This is an optimization exercise on Yosys and OpenROAD, whose aim is small area, a short achievable clock period and few clock cycles per item, not a production implementation.
At most, simulation tests tie the RTL to the original design; equivalence was not proved.
No activity file was given, so power comes from the tool's default toggle rates.

rev 12:
// motion_standby_decider
module motion_standby_decider #(
   parameter int TIME_BITS  = 32,
   parameter int ACCEL_BITS = 16
) (
   input  logic                                 clock,
   input  logic                                 reset,
   input  logic                                 csr_wr_en,
   input  logic [msd_pkg::CSR_INDEX_BITS-1:0]   csr_index,
   input  logic [msd_pkg::CSR_DATA_BITS-1:0]    csr_wr_data,
   input  logic                                 req_valid,
   output logic                                 req_stall,
   input  logic [1:0]                           req_kind,
   input  logic [TIME_BITS-1:0]                 req_now_ms,
   input  logic [1:0]                           req_screen_context,
   input  logic [1:0]                           req_flat_class,
   input  logic signed [ACCEL_BITS-1:0]         req_accel_x,
   input  logic signed [ACCEL_BITS-1:0]         req_accel_y,
   input  logic signed [ACCEL_BITS-1:0]         req_accel_z,
   output logic                                 rsp_valid,
   input  logic                                 rsp_stall,
   output logic [1:0]                           rsp_verdict,
   output logic                                 rsp_screen_off,
   output logic                                 rsp_standby_now,
   output logic                                 rsp_wake_allowed
);
Settings: LEC_CHECK=0, CAP_MARGIN=20, CORE_MARGIN=2, CORE_UTILIZATION=60, SLEW_MARGIN=20, TNS_END_PERCENT=5; clock period 16.0 ns.
standard.sh (not shown) runs the stock make flow with config.mk's settings and CLKGATE_MAP_FILE= SYNTH_SCRIPT=/design/flow/synth_recipe.tcl, a recipe that flattens the netlist after the stock synthesis.
==> flow/flow/run.sh <==
#!/bin/bash
# Standard layout with these changes:
# - synthesis maps the logic with flow/abc_delay.script (ABC delay target 3000 ps) through
#   flow/my_synth.tcl, and leaves adders to ABC (no full-adder cell extraction), so ABC
#   sees whole arithmetic paths; registers are untouched;
# - port buffers are plain buf_1 cells;
# - timing repair aims at a setup margin (slack to keep in reserve) of 11.8 ns;
# - the clock tree uses clkbuf_8 cells over clusters of up to 12 registers, without dummy loads.
set -euo pipefail
export MY_ABC_SCRIPT=$PWD/flow/abc_delay.script
export BUFFER_PORTS_ARGS="-buffer_cell sky130_fd_sc_hd__buf_1"
export CTS_ARGS="-sink_clustering_enable -repair_clock_nets -dont_use_dummy_load -buf_list sky130_fd_sc_hd__clkbuf_8 -sink_clustering_size 12 -sink_clustering_max_diameter 50"
bash standard.sh SYNTH_SCRIPT=$PWD/flow/my_synth.tcl ADDER_MAP_FILE= SETUP_SLACK_MARGIN=11.8 finish > make_finish.log 2>&1
==> flow/flow/abc_delay.script <==
strash
dch
map -D 3000 -B 0.9
topo
stime -c
buffer -c
upsize -c -D 3000
dnsize -c -D 3000
==> flow/flow/my_synth.tcl <==
proc synth {args} { yosys synth -nofsm -noshare {*}$args }
# technology mapping with this flow's own ABC script (MY_ABC_SCRIPT) in place of ORFS's
proc abc {args} {
  set i [lsearch -exact $args -script]
  if {$i >= 0 && [info exists ::env(MY_ABC_SCRIPT)]} {
    set args [lreplace $args [expr {$i + 1}] [expr {$i + 1}] $::env(MY_ABC_SCRIPT)]
  }
  yosys abc {*}$args
}
source $::env(SCRIPTS_DIR)/synth.tcl
# left out here: clear keep_hierarchy, flatten, clean up, hide names made inside functions, write 1_2_yosys.v
Testbench counts of rev 12, summed over its fixed seeds: cycles 24,016, items 24,000.
What rev 13 does differently from rev 12 at the input level:
- a deleted TNS_END_PERCENT that had been 5
==> flow/flow/run.sh <==
#!/bin/bash
# Standard layout with these changes:
# - synthesis maps the logic with flow/abc_delay.script (ABC delay target 3000 ps) through
#   flow/my_synth.tcl, and leaves adders to ABC (no full-adder cell extraction), so ABC
#   sees whole arithmetic paths; registers are untouched;
# - port buffers are plain buf_1 cells;
# - timing repair aims at a setup margin (slack to keep in reserve) of 11.6 ns;
# - the clock tree uses clkbuf_4 cells over clusters of up to 10 registers, without dummy loads.
set -euo pipefail
export MY_ABC_SCRIPT=$PWD/flow/abc_delay.script
export BUFFER_PORTS_ARGS="-buffer_cell sky130_fd_sc_hd__buf_1"
export CTS_ARGS="-sink_clustering_enable -repair_clock_nets -dont_use_dummy_load -buf_list sky130_fd_sc_hd__clkbuf_4 -sink_clustering_size 10 -sink_clustering_max_diameter 40"
bash standard.sh SYNTH_SCRIPT=$PWD/flow/my_synth.tcl ADDER_MAP_FILE= SETUP_SLACK_MARGIN=11.6 finish > make_finish.log 2>&1
- Summary of rev 13 over rev 12: post-synthesis to final-layout area growth shows a reduction of 2.2 points, initial antenna violation count shows an increase of 1, hold slack shows no meaningful change, number of non-clock buffers shows a reduction of 6, combinational group share of total power shows no meaningful change.

---

motion_standby_decider, a different RTL version from the one above (not shown whole).
Size in the first run: ~3100 cells after synthesis, about 370 flip-flops, roughly 130 I/O pins.
export LEC_CHECK = 0
export CAP_MARGIN = 20
export CORE_MARGIN = 2
export CORE_UTILIZATION = 40
export SLEW_MARGIN = 20
create_clock -name core_clock -period 16.0 [get_ports {clock}]
==> flow/flow/run.sh <==
#!/bin/bash
# Standard layout with these changes:
# - synthesis maps the logic with flow/abc_delay.script (ABC delay target 5000 ps) through
#   flow/my_synth.tcl, and leaves adders to ABC (no full-adder cell extraction), so ABC
#   sees whole arithmetic paths; registers are untouched;
# - port buffers are plain buf_1 cells;
# - timing repair aims at a setup margin (slack to keep in reserve) of 11 ns;
# - the clock tree uses clkbuf_8 cells over clusters of up to 12 registers, without dummy loads.
set -euo pipefail
export MY_ABC_SCRIPT=$PWD/flow/abc_delay.script
export BUFFER_PORTS_ARGS="-buffer_cell sky130_fd_sc_hd__buf_1"
export CTS_ARGS="-sink_clustering_enable -repair_clock_nets -dont_use_dummy_load -buf_list sky130_fd_sc_hd__clkbuf_8 -sink_clustering_size 12 -sink_clustering_max_diameter 50"
bash standard.sh SYNTH_SCRIPT=$PWD/flow/my_synth.tcl ADDER_MAP_FILE= SETUP_SLACK_MARGIN=11 finish > make_finish.log 2>&1
==> flow/flow/abc_delay.script <==
strash
dch
map -D 5000 -B 0.9
topo
stime -c
buffer -c
upsize -c -D 5000
dnsize -c -D 5000
Scripts as last shown in full above: flow/flow/my_synth.tcl
The baseline completed with no timing, DRC or antenna violations.
Then changed:
--- a/flow/flow/run.sh
+++ b/flow/flow/run.sh
@@ -3 +3 @@
-# - synthesis maps the logic with flow/abc_delay.script (ABC delay target 5000 ps) through
+# - synthesis maps the logic with flow/abc_delay.script (ABC delay target 3000 ps) through
@@ -7 +7 @@
-# - timing repair aims at a setup margin (slack to keep in reserve) of 11 ns;
+# - timing repair aims at a setup margin (slack to keep in reserve) of 11.3 ns;
@@ -13 +13 @@
-bash standard.sh SYNTH_SCRIPT=$PWD/flow/my_synth.tcl ADDER_MAP_FILE= SETUP_SLACK_MARGIN=11 finish > make_finish.log 2>&1
+bash standard.sh SYNTH_SCRIPT=$PWD/flow/my_synth.tcl ADDER_MAP_FILE= SETUP_SLACK_MARGIN=11.3 finish > make_finish.log 2>&1
==> flow/flow/abc_delay.script (replaced) <==
strash
dch
map -D 3000 -B 0.9
topo
stime -c
buffer -c
upsize -c -D 3000
dnsize -c -D 3000
Settings changed: CORE_UTILIZATION 40 to 60.
Outcome:
- design area barely changes
- clock power drops by 6.0%
- wire length climbs by 2.2%
- worst setup slack improves by 370 ps
- combinational power went up by 6.6%
- register-to-register slack gets better by 180 ps
- clock skew is higher by 7.5 ps
- global-route usage goes up by 9.6 points
- total power stays flat
- cell count fell by 6.4%
- die area came out lower by 32%
Then changed:
--- a/flow/flow/run.sh
+++ b/flow/flow/run.sh
@@ -3 +3 @@
-# - synthesis maps the logic with flow/abc_delay.script (ABC delay target 3000 ps) through
+# - synthesis maps the logic with flow/abc_delay.script (area-oriented ABC mapping, then gate sizing) through
@@ -7 +7 @@
-# - timing repair aims at a setup margin (slack to keep in reserve) of 11.3 ns;
+# - timing repair aims at a setup margin (slack to keep in reserve) of 11 ns;
@@ -13 +13 @@
-bash standard.sh SYNTH_SCRIPT=$PWD/flow/my_synth.tcl ADDER_MAP_FILE= SETUP_SLACK_MARGIN=11.3 finish > make_finish.log 2>&1
+bash standard.sh SYNTH_SCRIPT=$PWD/flow/my_synth.tcl ADDER_MAP_FILE= SETUP_SLACK_MARGIN=11 finish > make_finish.log 2>&1
==> flow/flow/abc_delay.script (replaced) <==
strash
dch
map -a
topo
stime -c
buffer -c
upsize -c
dnsize -c
Settings changed: CORE_UTILIZATION 60 to 40.
Result: The new run passed the timing, DRC and antenna checks. Design area fell by 2.3%. Clock skew fell by 24 ps. Cell count fell by 9.2%. Total power rose by 4.2%. Via count fell by 19%. Core utilization fell by 20 points. Wire length fell by 12%.
Then changed:
--- a/flow/flow/run.sh
+++ b/flow/flow/run.sh
@@ -3 +3 @@
-# - synthesis maps the logic with flow/abc_delay.script (area-oriented ABC mapping, then gate sizing) through
+# - synthesis maps the logic with flow/abc_delay.script (ABC delay target 3000 ps) through
@@ -7 +7 @@
-# - timing repair aims at a setup margin (slack to keep in reserve) of 11 ns;
+# - timing repair aims at a setup margin (slack to keep in reserve) of 11.6 ns;
@@ -13 +13 @@
-bash standard.sh SYNTH_SCRIPT=$PWD/flow/my_synth.tcl ADDER_MAP_FILE= SETUP_SLACK_MARGIN=11 finish > make_finish.log 2>&1
+bash standard.sh SYNTH_SCRIPT=$PWD/flow/my_synth.tcl ADDER_MAP_FILE= SETUP_SLACK_MARGIN=11.6 finish > make_finish.log 2>&1
==> flow/flow/abc_delay.script (replaced) <==
strash
dch
map -D 3000 -B 0.9
topo
stime -c
buffer -c
upsize -c -D 3000
dnsize -c -D 3000
=> Hold slack is better by 31 ps; critical path depth rose by 4; setup slack is better by 1000 ps; utilization rose by 0.13 points; wire length rose by 13%; sequential power stays flat; design area rose by about 8%; global-route usage rose by 0.46 points; via count rose by about 18%; area after synthesis rose by about 9%.
No functional check of the RTL was part of any run of this note.

---

## pepper
Another version of the RTL of motion_standby_decider (not shown whole).
Size in the first run: about 1700 cells after synthesis, ~370 flip-flops, roughly 130 I/O pins.
export LEC_CHECK = 0
export CAP_MARGIN = 20
export CORE_MARGIN = 2
export CORE_UTILIZATION = 40
export SLEW_MARGIN = 20
create_clock -name core_clock -period 16.0 [get_ports {clock}]
==> flow/flow/run.sh <==
#!/bin/bash
# Standard layout with: port buffers as plain buf_1 cells; timing repair aimed at a
# setup margin (slack to keep in reserve) of 11.5 ns; a clock tree of clkbuf_8 cells
# over clusters of up to 12 registers, without dummy loads.
set -euo pipefail
export BUFFER_PORTS_ARGS="-buffer_cell sky130_fd_sc_hd__buf_1"
export CTS_ARGS="-sink_clustering_enable -repair_clock_nets -dont_use_dummy_load -buf_list sky130_fd_sc_hd__clkbuf_8 -sink_clustering_size 12 -sink_clustering_max_diameter 50"
bash standard.sh SETUP_SLACK_MARGIN=11.5 finish > make_finish.log 2>&1
Testbench counts of pepper, summed over its fixed seeds: cycles 24,016, items 24,000.
> inputs changed (pepper -> yarrow)
==> flow/flow/run.sh <==
#!/bin/bash
# Standard layout with these changes:
# - synthesis maps the logic with flow/abc_delay.script (ABC delay target 4500 ps) through
#   flow/my_synth.tcl, and leaves adders to ABC (no full-adder cell extraction), so ABC
#   sees whole arithmetic paths; registers are untouched;
# - port buffers are plain buf_1 cells;
# - timing repair aims at a setup margin (slack to keep in reserve) of 11 ns;
# - the clock tree uses clkbuf_8 cells over clusters of up to 12 registers, without dummy loads.
set -euo pipefail
export MY_ABC_SCRIPT=$PWD/flow/abc_delay.script
export BUFFER_PORTS_ARGS="-buffer_cell sky130_fd_sc_hd__buf_1"
export CTS_ARGS="-sink_clustering_enable -repair_clock_nets -dont_use_dummy_load -buf_list sky130_fd_sc_hd__clkbuf_8 -sink_clustering_size 12 -sink_clustering_max_diameter 50"
bash standard.sh SYNTH_SCRIPT=$PWD/flow/my_synth.tcl ADDER_MAP_FILE= SETUP_SLACK_MARGIN=11 finish > make_finish.log 2>&1
==> flow/flow/abc_delay.script (new file) <==
strash
dch
map -D 4500 -B 0.9
topo
stime -c
buffer -c
upsize -c -D 4500
dnsize -c -D 4500
==> flow/flow/my_synth.tcl (new file) <==
proc synth {args} { yosys synth -nofsm -noshare {*}$args }
# technology mapping with this flow's own ABC script (MY_ABC_SCRIPT) in place of ORFS's
proc abc {args} {
  set i [lsearch -exact $args -script]
  if {$i >= 0 && [info exists ::env(MY_ABC_SCRIPT)]} {
    set args [lreplace $args [expr {$i + 1}] [expr {$i + 1}] $::env(MY_ABC_SCRIPT)]
  }
  yosys abc {*}$args
}
source $::env(SCRIPTS_DIR)/synth.tcl
# left out here: clear keep_hierarchy, flatten, clean up, hide names made inside functions, write 1_2_yosys.v
==> summary.txt <==
- In the reports for pepper and yarrow, the larger sequential share of layout area belongs to pepper.
- yarrow against pepper; instance area after placement is up by more than 10%.
- Critical path depth, pepper and yarrow: lower on pepper
- Relative to pepper, the maximum clock rate measured on yarrow has increased by more than a quarter.
- Total routing usage reported by global routing was higher in the run labelled yarrow.
- Diff pepper and yarrow: post-synthesis compound-gate area fraction lower in yarrow
Input-level comparison between zinc and yarrow:
==> flow/flow/run.sh <==
#!/bin/bash
# Standard layout with the port buffers as plain buf_1 cells and timing repair aimed
# at a setup margin (slack to keep in reserve) of 10 ns.
set -euo pipefail
export BUFFER_PORTS_ARGS="-buffer_cell sky130_fd_sc_hd__buf_1"
bash standard.sh SETUP_SLACK_MARGIN=10 finish > make_finish.log 2>&1
removed: flow/flow/abc_delay.script
removed: flow/flow/my_synth.tcl
--- outcome ---
- zinc was carried through to the last stage, and its layout satisfied the timing, DRC and antenna checks.
- Compared with yarrow, zinc shows cell area that has gone down by a few percent.
- Of zinc and yarrow, the run reporting the higher top fanout value on the critical path was yarrow.
- Re power: yarrow was lower than zinc.
- | die footprint | zinc vs yarrow | 5600 sq um lower |
- zinc vs yarrow: net switching power of the design up by a few percent
- zinc ended up with fewer standard cells than yarrow.
- Commonest non-fill, non-tap cell in the layout = sky130_fd_sc_hd__inv_1: zinc; commonest non-fill, non-tap cell in the layout = sky130_fd_sc_hd__nand2_1: yarrow
- What zinc reported for synthesized cell count has to be multiplied by 1.9 to get the figure for yarrow.
- Diff yarrow -> zinc: average size of a mapped cell has increased, signed area change from the synthesized netlist to the final layout climbed 4.8 points, final critical-path setup slack has decreased, clock group share of total power up 8.8 points.
Setup changes, zinc to xenon
==> flow/flow/run.sh <==
#!/bin/bash
# Standard layout with these changes:
# - synthesis maps the logic with flow/abc_delay.script (ABC delay target 3000 ps) through
#   flow/my_synth.tcl, and leaves adders to ABC (no full-adder cell extraction), so ABC
#   sees whole arithmetic paths; registers are untouched;
# - port buffers are plain buf_1 cells;
# - timing repair aims at a setup margin (slack to keep in reserve) of 11 ns;
# - the clock tree uses clkbuf_8 cells over clusters of up to 12 registers, without dummy loads.
set -euo pipefail
export MY_ABC_SCRIPT=$PWD/flow/abc_delay.script
export BUFFER_PORTS_ARGS="-buffer_cell sky130_fd_sc_hd__buf_1"
export CTS_ARGS="-sink_clustering_enable -repair_clock_nets -dont_use_dummy_load -buf_list sky130_fd_sc_hd__clkbuf_8 -sink_clustering_size 12 -sink_clustering_max_diameter 50"
bash standard.sh SYNTH_SCRIPT=$PWD/flow/my_synth.tcl ADDER_MAP_FILE= SETUP_SLACK_MARGIN=11 finish > make_finish.log 2>&1
==> flow/flow/abc_delay.script (new file) <==
strash
dch
map -D 3000 -B 0.9
topo
stime -c
buffer -c
upsize -c -D 3000
dnsize -c -D 3000
==> flow/flow/my_synth.tcl (new file) <==
proc synth {args} { yosys synth -nofsm -noshare {*}$args }
# technology mapping with this flow's own ABC script (MY_ABC_SCRIPT) in place of ORFS's
proc abc {args} {
  set i [lsearch -exact $args -script]
  if {$i >= 0 && [info exists ::env(MY_ABC_SCRIPT)]} {
    set args [lreplace $args [expr {$i + 1}] [expr {$i + 1}] $::env(MY_ABC_SCRIPT)]
  }
  yosys abc {*}$args
}
source $::env(SCRIPTS_DIR)/synth.tcl
# left out here: clear keep_hierarchy, flatten, clean up, hide names made inside functions, write 1_2_yosys.v
==> comparison <==
- xenon vs zinc — buffer count excluding the clock tree in the final layout dropped by more than 10%
- xenon went all the way through synthesis, placement and routing and the layout is clean on timing, DRC and antenna.
- Between xenon and zinc, instance area after placement is lower for zinc, xenon comes in above that.
- Re areal power density over the cells: xenon is about 20% down on zinc.
- Of xenon and zinc, xenon shows the higher setup slack of the worst register-to-register path, with zinc below it.
- Looking at routed wire length, xenon sits 17% higher than zinc does.
- xenon vs. zinc: number of logic inverters in the finished layout went up by 157.
- Delta (xenon minus zinc): die outline area has increased, share of the final layout cell area in multi-input gates has increased.
- Compared with zinc, xenon shows met3 layer wire length in the routed design that has gone up by a little under 10%.
- met4 as the top metal layer carrying routed signals was reported by zinc, and met5 by xenon.
- [compare] base=zinc new=xenon: final design instance area without fill increased by 6.6% relative to the old numbers, post-route worst setup slack increased by 1.64 ns relative to the old numbers.

## separate check: timing with driven ports
The flow's constraints put no driver on any port. The routed layouts listed below were extracted and timed again, unchanged, in two steps.
Step 1: set_driving_cell puts a clkbuf_16 on clock and a buf_2 on each other input, an assumption about the parent block.
Step 2 moves the port delays by t, midway between the first and last clock arrival at a register: inputs arrive t later, outputs are due t later. That takes back most of the time a late clock gives input paths.
Slacks: no drivers / after step 1 / after step 2; pairs: no drivers / after step 1.
run	t, ns	setup slack, ns	clock arrival spread, ns
rev 12	0.663	11.677 / 11.631 / 11.038	0.113 / 0.113
rev 13	0.849	11.459 / 11.406 / 10.953	0.123 / 0.123
the first run of note 2	0.685	11.149 / 11.187 / 10.502	0.095 / 0.095
the second run of note 2	0.670	11.516 / 11.516 / 10.908	0.102 / 0.103
the third run of note 2	0.665	10.648 / 10.648 / 10.648	0.079 / 0.079
the fourth run of note 2	0.672	11.660 / 11.609 / 11.019	0.115 / 0.115
pepper	0.672	9.877 / 9.877 / 9.877	0.051 / 0.050
yarrow	0.668	11.296 / 11.296 / 10.796	0.076 / 0.076
zinc	0.619	9.730 / 9.730 / 9.730	0.032 / 0.033
xenon	0.692	11.372 / 11.372 / 10.915	0.125 / 0.125
After both steps every run listed still meets setup and hold. For the first run of note 2, which loses most, drivers alone change the setup slack by +0.038 ns; drivers and shift together by -0.647 ns.
